From an optimization exercise on the open Yosys and OpenROAD flow, aimed at small area; shortcuts taken in it are not production practice.
Function was checked by simulation only, so behaviour that the tests miss may differ from the original.
Power figures rest on the tool's default switching activity, not on a simulated workload.

--- flow/design.v ---
package cpu_pkg;
    localparam int DATA_W    = 32;
    localparam int ADDR_W    = 12;
    localparam int REG_COUNT = 16;
    localparam int FLAG_W    = 5;
    typedef enum logic [3:0] {
        NOP = 4'd0,
        LD  = 4'd1,
        STR = 4'd2,
        BRA = 4'd3,
        XOR = 4'd4,
        ADD = 4'd5,
        ROT = 4'd6,
        SHF = 4'd7,
        HLT = 4'd8,
        CMP = 4'd9
    } opcode_t;
    typedef enum logic [2:0] {
        COND_ALWAYS   = 3'd0,
        COND_PARITY   = 3'd1,
        COND_EVEN     = 3'd2,
        COND_CARRY    = 3'd3,
        COND_NEG      = 3'd4,
        COND_ZERO     = 3'd5,
        COND_NO_CARRY = 3'd6,
        COND_NOT_ZERO = 3'd7
    } cond_t;
    typedef enum logic [2:0] {
        FETCH      = 3'd0,
        DECODE     = 3'd1,
        EXECUTE    = 3'd2,
        MEM_ACCESS = 3'd3,
        WRITEBACK  = 3'd4,
        HALTED     = 3'd5
    } state_t;
    localparam int OPC_HI        = 31;
    localparam int OPC_LO        = 28;
    localparam int COND_HI       = 27;
    localparam int COND_LO       = 25;
    localparam int IMM_FLAG_BIT  = 24;
    localparam int DST_HI        = 23;
    localparam int DST_LO        = 20;
    localparam int SRC_HI        = 19;
    localparam int SRC_LO        = 16;
    localparam int ADR_HI        = 11;
    localparam int ADR_LO        = 0;
    localparam int SHIFT_DIR_BIT = 5;
    localparam int SHIFT_AMT_HI  = 4;
    localparam int SHIFT_AMT_LO  = 0;
    localparam int FLAG_Z        = 4;
    localparam int FLAG_N        = 3;
    localparam int FLAG_E        = 2;
    localparam int FLAG_P        = 1;
    localparam int FLAG_C        = 0;
endpackage
`timescale 1ns/1ps
module cpu_control (
    input  logic                          clk,
    input  logic                          reset,
    output logic                          mem_valid,
    output logic                          mem_write,
    output logic [cpu_pkg::ADDR_W-1:0]    mem_address,
    output logic [cpu_pkg::DATA_W-1:0]    mem_wdata,
    input  logic                          mem_ready,
    input  logic [cpu_pkg::DATA_W-1:0]    mem_rdata,
    output logic                          halted,
    output logic [3:0]                    rd_addr_a,
    output logic [3:0]                    rd_addr_b,
    input  logic [cpu_pkg::DATA_W-1:0]    rd_data_a,
    input  logic [cpu_pkg::DATA_W-1:0]    rd_data_b,
    output logic                          wr_en,
    output logic [3:0]                    wr_addr,
    output logic [cpu_pkg::DATA_W-1:0]    wr_data,
    input  logic [cpu_pkg::DATA_W-1:0]    merged_result,
    output cpu_pkg::state_t               ex_state,
    output cpu_pkg::opcode_t              ex_opcode,
    output cpu_pkg::cond_t                ex_cond,
    output logic [cpu_pkg::DATA_W-1:0]    ex_dst,
    output logic [cpu_pkg::DATA_W-1:0]    ex_src,
    input  logic                          ex_branch_taken
);
    cpu_pkg::state_t              state;
    cpu_pkg::opcode_t             op;
    logic [cpu_pkg::ADDR_W-1:0]   pc;
    logic [cpu_pkg::DATA_W-1:0]   ir;
    logic [cpu_pkg::DATA_W-1:0]   dst_op;
    logic [cpu_pkg::DATA_W-1:0]   src_op;
    logic [cpu_pkg::ADDR_W-1:0]   ir_addr;
    logic                         fetch_issue;
    logic                         fetch_done;
    logic                         data_issue;
    logic                         data_done;
    assign op      = cpu_pkg::opcode_t'(ir[cpu_pkg::OPC_HI:cpu_pkg::OPC_LO]);
    assign ir_addr = ir[cpu_pkg::ADR_HI:cpu_pkg::ADR_LO];
    assign fetch_issue = (state == cpu_pkg::FETCH) && !mem_valid;
    assign fetch_done  = (state == cpu_pkg::FETCH) && mem_valid && mem_ready;
    assign data_issue  = (state == cpu_pkg::MEM_ACCESS) && !mem_valid;
    assign data_done   = (state == cpu_pkg::MEM_ACCESS) && mem_valid && mem_ready;
    always_ff @(posedge clk) begin
        if (reset) begin
            state     <= cpu_pkg::FETCH;
            pc        <= '0;
            mem_valid <= 1'b0;
            mem_write <= 1'b0;
        end else begin
            case (state)
                cpu_pkg::FETCH: begin
                    if (fetch_issue) begin
                        mem_valid <= 1'b1;
                        mem_write <= 1'b0;
                    end else if (fetch_done) begin
                        mem_valid <= 1'b0;
                        state     <= cpu_pkg::DECODE;
                    end
                end
                cpu_pkg::DECODE: state <= cpu_pkg::EXECUTE;
                cpu_pkg::EXECUTE: begin
                    if (op == cpu_pkg::LD || op == cpu_pkg::STR) begin
                        state <= cpu_pkg::MEM_ACCESS;
                    end else begin
                        state <= cpu_pkg::WRITEBACK;
                    end
                end
                cpu_pkg::MEM_ACCESS: begin
                    if (data_issue) begin
                        mem_valid <= 1'b1;
                        mem_write <= (op == cpu_pkg::STR);
                    end else if (data_done) begin
                        mem_valid <= 1'b0;
                        mem_write <= 1'b0;
                        state     <= cpu_pkg::WRITEBACK;
                    end
                end
                cpu_pkg::WRITEBACK: begin
                    if (op == cpu_pkg::BRA && ex_branch_taken) begin
                        pc <= ir_addr;
                    end else begin
                        pc <= pc + 1'b1;
                    end
                    state <= (op == cpu_pkg::HLT) ? cpu_pkg::HALTED : cpu_pkg::FETCH;
                end
                default: state <= cpu_pkg::HALTED;
            endcase
        end
    end
    always_ff @(posedge clk) begin
        if (fetch_issue) begin
            mem_address <= pc;
        end
        if (fetch_done) begin
            ir <= mem_rdata;
        end
        if (state == cpu_pkg::DECODE) begin
            dst_op <= rd_data_a;
            if (ir[cpu_pkg::IMM_FLAG_BIT]) begin
                src_op <= {{(cpu_pkg::DATA_W - cpu_pkg::ADDR_W){1'b0}}, ir_addr};
            end else begin
                src_op <= rd_data_b;
            end
        end
        if (data_issue) begin
            mem_address <= ir_addr;
            mem_wdata   <= dst_op;
        end
        if (data_done && op == cpu_pkg::LD) begin
            dst_op <= mem_rdata;
        end
    end
    assign rd_addr_a = ir[cpu_pkg::DST_HI:cpu_pkg::DST_LO];
    assign rd_addr_b = ir[cpu_pkg::SRC_HI:cpu_pkg::SRC_LO];
    always_comb begin
        case (op)
            cpu_pkg::LD, cpu_pkg::XOR, cpu_pkg::ADD,
            cpu_pkg::ROT, cpu_pkg::SHF, cpu_pkg::CMP: wr_en = (state == cpu_pkg::WRITEBACK);
            default:                                  wr_en = 1'b0;
        endcase
    end
    assign wr_addr = ir[cpu_pkg::DST_HI:cpu_pkg::DST_LO];
    assign wr_data = (op == cpu_pkg::LD) ? dst_op : merged_result;
    assign ex_state  = state;
    assign ex_opcode = op;
    assign ex_cond   = cpu_pkg::cond_t'(ir[cpu_pkg::COND_HI:cpu_pkg::COND_LO]);
    assign ex_dst    = dst_op;
    assign ex_src    = src_op;
    assign halted = (state == cpu_pkg::HALTED);
endmodule
`timescale 1ns/1ps
module register_file (
    input  logic                          clk,
    input  logic                          reset,
    input  logic [3:0]                    rd_addr_a,
    input  logic [3:0]                    rd_addr_b,
    input  logic                          wr_en,
    input  logic [3:0]                    wr_addr,
    input  logic [cpu_pkg::DATA_W-1:0]    wr_data,
    output logic [cpu_pkg::DATA_W-1:0]    rd_data_a,
    output logic [cpu_pkg::DATA_W-1:0]    rd_data_b
);
    logic [cpu_pkg::DATA_W-1:0] regs [cpu_pkg::REG_COUNT];
    always_ff @(posedge clk) begin
        if (reset) begin
            for (int i = 0; i < cpu_pkg::REG_COUNT; i++) begin
                regs[i] <= '0;
            end
        end else if (wr_en) begin
            regs[wr_addr] <= wr_data;
        end
    end
    assign rd_data_a = regs[rd_addr_a];
    assign rd_data_b = regs[rd_addr_b];
endmodule
`timescale 1ns/1ps
module arith_logic_unit (
    input  cpu_pkg::opcode_t              opcode,
    input  logic [cpu_pkg::DATA_W-1:0]    dst,
    input  logic [cpu_pkg::DATA_W-1:0]    src,
    output logic [cpu_pkg::DATA_W-1:0]    alu_result,
    output logic                          alu_carry
);
    logic [cpu_pkg::DATA_W:0] sum;
    assign sum = {1'b0, dst} + {1'b0, src};
    always_comb begin
        case (opcode)
            cpu_pkg::ADD: alu_result = sum[cpu_pkg::DATA_W-1:0];
            cpu_pkg::XOR: alu_result = dst ^ src;
            cpu_pkg::CMP: alu_result = ~src;
            default:      alu_result = dst;
        endcase
    end
    assign alu_carry = sum[cpu_pkg::DATA_W];
endmodule
`timescale 1ns/1ps
module shift_rotate_unit (
    input  cpu_pkg::opcode_t              opcode,
    input  logic [cpu_pkg::DATA_W-1:0]    dst,
    input  logic [cpu_pkg::DATA_W-1:0]    src,
    output logic [cpu_pkg::DATA_W-1:0]    shift_result,
    output logic                          shift_carry
);
    localparam int W = cpu_pkg::DATA_W;
    logic [4:0]       amount;
    logic             right;
    logic [2*W-1:0]   shift_wide;
    logic [2*W-1:0]   rot_wide;
    logic [W-1:0]     shift_res;
    logic [W-1:0]     rot_res;
    logic             out_bit;
    assign amount = src[cpu_pkg::SHIFT_AMT_HI:cpu_pkg::SHIFT_AMT_LO];
    assign right  = src[cpu_pkg::SHIFT_DIR_BIT];
    always_comb begin
        if (right) begin
            shift_wide = {dst, {W{1'b0}}} >> amount;
            rot_wide   = {dst, dst} >> amount;
            shift_res  = shift_wide[2*W-1:W];
            rot_res    = rot_wide[W-1:0];
            out_bit    = shift_wide[W-1];
        end else begin
            shift_wide = {{W{1'b0}}, dst} << amount;
            rot_wide   = {dst, dst} << amount;
            shift_res  = shift_wide[W-1:0];
            rot_res    = rot_wide[2*W-1:W];
            out_bit    = shift_wide[W];
        end
    end
    assign shift_result = (opcode == cpu_pkg::ROT) ? rot_res : shift_res;
    assign shift_carry = out_bit;
endmodule
`timescale 1ns/1ps
module result_merge (
    input  logic                          clk,
    input  logic                          reset,
    output logic [cpu_pkg::DATA_W-1:0]    merged_result,
    input  cpu_pkg::state_t               state,
    input  cpu_pkg::opcode_t              opcode,
    input  cpu_pkg::cond_t                cond,
    input  logic [cpu_pkg::DATA_W-1:0]    dst,
    input  logic [cpu_pkg::DATA_W-1:0]    src,
    input  logic [cpu_pkg::DATA_W-1:0]    alu_result,
    input  logic                          alu_carry,
    input  logic [cpu_pkg::DATA_W-1:0]    shift_result,
    input  logic                          shift_carry,
    output logic                          branch_taken
);
    logic [cpu_pkg::FLAG_W-1:0]   flags;
    logic [cpu_pkg::FLAG_W-1:0]   new_flags;
    logic [cpu_pkg::DATA_W-1:0]   sel_result;
    logic                         sel_carry;
    logic                         cond_met;
    logic                         set_flags;
    always_comb begin
        sel_result = dst;
        sel_carry  = 1'b0;
        case (opcode)
            cpu_pkg::ADD: begin
                sel_result = alu_result;
                sel_carry  = alu_carry;
            end
            cpu_pkg::XOR, cpu_pkg::CMP: sel_result = alu_result;
            cpu_pkg::ROT, cpu_pkg::SHF: begin
                sel_result = shift_result;
                sel_carry  = shift_carry;
            end
            default: ;
        endcase
        new_flags = '0;
        new_flags[cpu_pkg::FLAG_Z] = ~|sel_result;
        new_flags[cpu_pkg::FLAG_N] = sel_result[cpu_pkg::DATA_W-1];
        new_flags[cpu_pkg::FLAG_E] = ~sel_result[0];
        new_flags[cpu_pkg::FLAG_P] = ^sel_result;
        new_flags[cpu_pkg::FLAG_C] = sel_carry;
        case (opcode)
            cpu_pkg::XOR, cpu_pkg::ADD, cpu_pkg::ROT,
            cpu_pkg::SHF, cpu_pkg::CMP: set_flags = (state == cpu_pkg::EXECUTE);
            cpu_pkg::LD:                set_flags = (state == cpu_pkg::WRITEBACK);
            default:                    set_flags = 1'b0;
        endcase
        case (cond)
            cpu_pkg::COND_ALWAYS:   cond_met = 1'b1;
            cpu_pkg::COND_PARITY:   cond_met = flags[cpu_pkg::FLAG_P];
            cpu_pkg::COND_EVEN:     cond_met = flags[cpu_pkg::FLAG_E];
            cpu_pkg::COND_CARRY:    cond_met = flags[cpu_pkg::FLAG_C];
            cpu_pkg::COND_NEG:      cond_met = flags[cpu_pkg::FLAG_N];
            cpu_pkg::COND_ZERO:     cond_met = flags[cpu_pkg::FLAG_Z];
            cpu_pkg::COND_NO_CARRY: cond_met = ~flags[cpu_pkg::FLAG_C];
            default:                cond_met = ~flags[cpu_pkg::FLAG_Z];
        endcase
    end
    always_ff @(posedge clk) begin
        if (reset) begin
            flags           <= '0;
            branch_taken <= 1'b0;
        end else begin
            if (set_flags) begin
                flags <= new_flags;
            end else if (state == cpu_pkg::EXECUTE && opcode == cpu_pkg::STR) begin
                flags <= '0;
            end
            if (state == cpu_pkg::EXECUTE) begin
                branch_taken <= (opcode == cpu_pkg::BRA) && cond_met;
            end
        end
    end
    always_ff @(posedge clk) begin
        if (state == cpu_pkg::EXECUTE) begin
            merged_result <= sel_result;
        end
    end
endmodule
`timescale 1ns/1ps
module cpu_top (
    input  logic                          clk,
    input  logic                          reset,
    output logic                          mem_valid,
    output logic                          mem_write,
    output logic [cpu_pkg::ADDR_W-1:0]    mem_address,
    output logic [cpu_pkg::DATA_W-1:0]    mem_wdata,
    input  logic                          mem_ready,
    input  logic [cpu_pkg::DATA_W-1:0]    mem_rdata,
    output logic                          halted
);
    cpu_pkg::state_t              ex_state;
    cpu_pkg::opcode_t             ex_opcode;
    cpu_pkg::cond_t               ex_cond;
    logic [cpu_pkg::DATA_W-1:0]   ex_dst;
    logic [cpu_pkg::DATA_W-1:0]   ex_src;
    logic [cpu_pkg::DATA_W-1:0]   alu_result;
    logic                         alu_carry;
    logic [cpu_pkg::DATA_W-1:0]   shift_result;
    logic                         shift_carry;
    logic                         branch_taken;
    logic [3:0]                   rd_addr_a;
    logic [3:0]                   rd_addr_b;
    logic [cpu_pkg::DATA_W-1:0]   rd_data_a;
    logic [cpu_pkg::DATA_W-1:0]   rd_data_b;
    logic                         wr_en;
    logic [3:0]                   wr_addr;
    logic [cpu_pkg::DATA_W-1:0]   wr_data;
    logic [cpu_pkg::DATA_W-1:0]   merged_result;
    cpu_control u_control (
        .clk           (clk),
        .reset         (reset),
        .mem_valid     (mem_valid),
        .mem_write     (mem_write),
        .mem_address   (mem_address),
        .mem_wdata     (mem_wdata),
        .mem_ready     (mem_ready),
        .mem_rdata     (mem_rdata),
        .halted        (halted),
        .rd_addr_a     (rd_addr_a),
        .rd_addr_b     (rd_addr_b),
        .rd_data_a     (rd_data_a),
        .rd_data_b     (rd_data_b),
        .wr_en         (wr_en),
        .wr_addr       (wr_addr),
        .wr_data       (wr_data),
        .merged_result (merged_result),
        .ex_state        (ex_state),
        .ex_opcode       (ex_opcode),
        .ex_cond         (ex_cond),
        .ex_dst          (ex_dst),
        .ex_src          (ex_src),
        .ex_branch_taken (branch_taken)
    );
    register_file u_regs (
        .clk       (clk),
        .reset     (reset),
        .rd_addr_a (rd_addr_a),
        .rd_addr_b (rd_addr_b),
        .wr_en     (wr_en),
        .wr_addr   (wr_addr),
        .wr_data   (wr_data),
        .rd_data_a (rd_data_a),
        .rd_data_b (rd_data_b)
    );
    arith_logic_unit u_alu (
        .opcode     (ex_opcode),
        .dst        (ex_dst),
        .src        (ex_src),
        .alu_result (alu_result),
        .alu_carry  (alu_carry)
    );
    shift_rotate_unit u_shifter (
        .opcode       (ex_opcode),
        .dst          (ex_dst),
        .src          (ex_src),
        .shift_result (shift_result),
        .shift_carry  (shift_carry)
    );
    result_merge u_merge (
        .clk           (clk),
        .reset         (reset),
        .merged_result (merged_result),
        .state         (ex_state),
        .opcode        (ex_opcode),
        .cond          (ex_cond),
        .dst           (ex_dst),
        .src           (ex_src),
        .alu_result    (alu_result),
        .alu_carry     (alu_carry),
        .shift_result  (shift_result),
        .shift_carry   (shift_carry),
        .branch_taken  (branch_taken)
    );
endmodule
--- flow/constraint.sdc ---
create_clock -name core_clock -period 10.0 [get_ports {clk}]
set_input_delay 2.0000 -clock core_clock [delete_from_list [all_inputs] [get_ports {clk}]]
set_output_delay 2.0000 -clock core_clock [all_outputs]
set_load 0.01 [all_outputs]
--- flow/config.mk ---
export PLATFORM = sky130hd
export DESIGN_NAME = cpu_top
export DESIGN_NICKNAME = cpu_top
export VERILOG_FILES = /design/flow/design.v
export SDC_FILE = /design/flow/constraint.sdc
export NUM_CORES = 4
export LEC_CHECK = 0
export CAP_MARGIN = 20
export CORE_MARGIN = 2
export CORE_UTILIZATION = 40
export SLEW_MARGIN = 20
--- flow/run.sh ---
#!/bin/bash
# synth_recipe.tcl (not shown) runs the flow's synth.tcl, then flattens the netlist and writes it again
# the make line also repeats each setting of config.mk as NAME=value (left out here)
make -C /OpenROAD-flow-scripts/flow DESIGN_CONFIG=/design/flow/config.mk WORK_HOME=/design/flow/orfs CLKGATE_MAP_FILE= SYNTH_SCRIPT=/design/flow/synth_recipe.tcl finish
==> flow_summary.toml <==
[route]
wire_per_inst_um = 31.1
route.antenna.remaining_nets = 0
vias = 30800
first_pass_iters = 6
viasPerCell = 6.44
wl_mm = 148
drc = 0
first_iter_violations = 4388

[timing]
drv_slew = 0
rsz0062_at_grt = "no"
tightest_slew_ns = 1.14
whs_ns = 0.475
layout_setup_ws_ns = 4.59
finalCriticalPeriod_ns = 5.41
clock.fmax_mhz = 185
fin_tns_setup_ns = 0
period_share_pct = 54.1
final.setup_skew_ns = 0.0404
hold_viol = 0
relSlewSlack_pct = 23.5
setup_violations = 0

[setup_path]
cp_max_fo = 41
r2r-end = "u_merge.flags[1]"
critPathBufInv = 3
r2r_cells = 14
cp.required_ns = 10.27
critical_path.max_stage_delay_ns = 0.68
r2r_slack_ns = 4.75
cpMostUsedCell = "buf_4"
critPathLaunchType = "input port"
path_class = "input port to flop"
worstReg2RegStart = "u_control.src_op[0]"
arrival_ns = 5.68
endpoint_kind = "flop"
crit_slowest_cell = "nand2_2"
cp_top_family = "simple AND/OR/NAND/NOR gates"
cp_cell_sequence = "clkdlybuf4s50_1 -> buf_4 -> a211oi_1 -> nand2_1 -> nor2_1 -> nand2_2 -> nand2b_2 -> buf_4"

[pwr]
power.switching_uw = 2180
share_comb_of_total_power_pct = 17.8
switching_share_pct = 27.9
p_per_area_mw_per_mm2 = 166
leakage_uw = 0.0163
ir_drop_mv = 0.129
finalPower_uw = 7800
p_seq_share_pct = 45.0
clkPwrFrac_pct = 37.2
power.internal_uw = 5620

[layout]
postLayoutCoreUtil_pct = 44.7
num-nets-final = 3411
diodes = 0
area_delta_synth_final_pct = 11.2
drive_gt1_share_pct = 22.0

[floorplanning]
die_x_um = 329
die_area_mm2 = 0.108
ios = 82
chipHeight_um = 329
initial_core_util_pct = 40.2
core-area_mm2 = 0.105
rows = 119

[yosys]
syn_area_mm2 = 0.0421
yosysWarnings = 5
synth_edf_count = 680
yosys.area.top_type = "edfxtp_1"
synthFlopType = "edfxtp_1"
syn-num-nets = 3467
ys_seq_area_share_pct = 49.9
synth_area_leaders = "edfxtp_1 48%, mux4_2 20%, nor2_1 6.0%"
async_reset_ff_share_pct = 0
synth_cells = 3381
synth-seq-cells = 711
netlist.area_leader.share_pct = 48.5
synth_most_common_cell = "edfxtp_1"
synth.avg_cell_area_um2 = 12.5
ys_top_cells_by_count = "680 x edfxtp_1, 673 x nor2_1, 371 x mux4_2"
synth_cell_types = 87

[min_path]
min_from = "u_control.ir[16]"
hp-class = "flop to flop"
hold_depth = 1

[clock_network]
hold_buffers = 0
clkLatencyLatePin_ns = 0.66
clock_sinks = 711
post_cts_buffers = 0
cts_resized = 0
clock_path_buffers = 3
cts-root-buf = "clkbuf_16"
clk_pin_slew_worst_paths_ns = 0.06
cts_tree = "built"
cts-htree-levels = 3
numCtsBuffers = 77

[global_routing]
grt_pass1_vias = 29500
grt_use_total_pct = 27.4
grt_first_pass_wirelength_mm = 213
grt_overflow = 0
antenna_found_initial = 9
grt_max_degree = 120

[status]
status = "complete, no violations"

[placed_design]
dp_hpwl_mm = 97.5
port_buffers = 81
place.gp.congestion = 1.01
place_ws_ns = 4.10

[run]
max_cap_violations = 0
-- worst max-delay path by stage --
stage,startpoint,to,slack [ns],cells past startpoint
2_1_floorplan,mem_ready,flop,5.32,3
3_3_place_gp,reset,u_regs.regs[5][23],4.09,7
3_5_place_dp,reset,u_regs.regs[10][1],4.10,8
4_1_cts,reset,u_regs.regs[10][7],4.75,8
5_1_grt,reset,u_regs.regs[10][6],4.42,8
6_report,reset,u_regs.regs[10][0],4.59,8
-- metal layers --
layer  up-vias  wire [um]  track usage, %
met1     15600      58100            38.0
li1      12900          -               -
met4         4       6370            10.9
met5         -         23               0
met2      1932      68400            42.7
met3       324      15400            5.04
-- per-stage QoR --
stage,cell area (um2),cells
after floorplan,42100,3381
after global placement,44300,4635
after detailed placement,44300,4636
after CTS,46800,4775
after global routing,46900,4776
final,46900,4776
-- final cells by class --
type | instances | area [um2]
clock buffers | 93 | 1990
multi-input cells | 2328 | 19800
clock inverters | 46 | 522
well taps | 1391 | 1740
inverters | 23 | 86.3
repair buffers | 184 | 1630
fillers | 9481 | 58000
flip-flops and latches | 711 | 21100
-- state kept, by name (all words and copies together), names as in the netlist, 5 cells and up, named ones only --
signal,cells
u_control.ir,28
u_control.src_op,32
u_control.mem_wdata,32
u_merge.merged_result,32
u_control.mem_address,12
u_control.dst_op,32
u_control.pc,12
u_regs.regs,512
u_merge.flags,5
-- kinds of logic after synthesis --
group	share of synthesized area [%]
xor+xnor	0.790
flops	49.9
buf+inv	3.38
compound gates	7.75
simple gates	12.0
mux	24.6
fa+ha+maj	1.53
-- layout by cell type (no fill, tap or decap), types with 13 or more instances in the layout --
cell type	instances
clkbuf_1	16
nor2_1	672
nand3_1	53
inv_1	22
o21ai_0	108
nand2b_2	15
and3_1	15
a21o_1	14
a211oi_1	31
buf_4	99
mux2i_1	97
ha_1	50
clkdlybuf4s50_1	81
clkinv_1	19
o211ai_1	31
nand4_1	21
nand2b_1	18
nand2_1	243
edfxtp_1	680
clkbuf_16	77
o21a_1	13
mux4_2	371
nand2_2	14
nor2b_1	36
xnor2_1	27
nor3_1	30
mux2_2	82
and2_1	14
a31oi_1	28
a21oi_1	128
dfxtp_1	23
-- power groups by stage --
stage          logic, uW  registers [uW]  clock network, uW
2_1_floorplan        958            3490                  0
3_3_place_gp        1360            3560                  0
3_5_place_dp        1360            3570                  0
4_1_cts             1370            3510               2940
5_1_grt             1460            3520               3040
6_report            1390            3510               2900

-- afterwards: timing with drivers on the ports --
The results above use ideal ports. As a check the final layout listed here was re-extracted and re-timed, cells and wires unchanged.
Step 1, drivers: a clkbuf_16 drives clk and a buf_2 each remaining input, both assumed.
Step 2 moves the port delays by t, midway between the first and last clock arrival at a register: inputs arrive t later, outputs are due t later. That takes back most of the time a late clock gives input paths.
a / b / c = ideal / step 1 / step 2; a / b = the first two.
t, ns: 0.715
slack for setup (ns): 4.587 / 4.631 / 3.916
hold WS [ns]: 0.475 / 0.475 / 0.475
After both steps this run still meets setup and hold. The setup slack of this run moves by +0.044 ns with the drivers and by -0.671 ns with both steps.
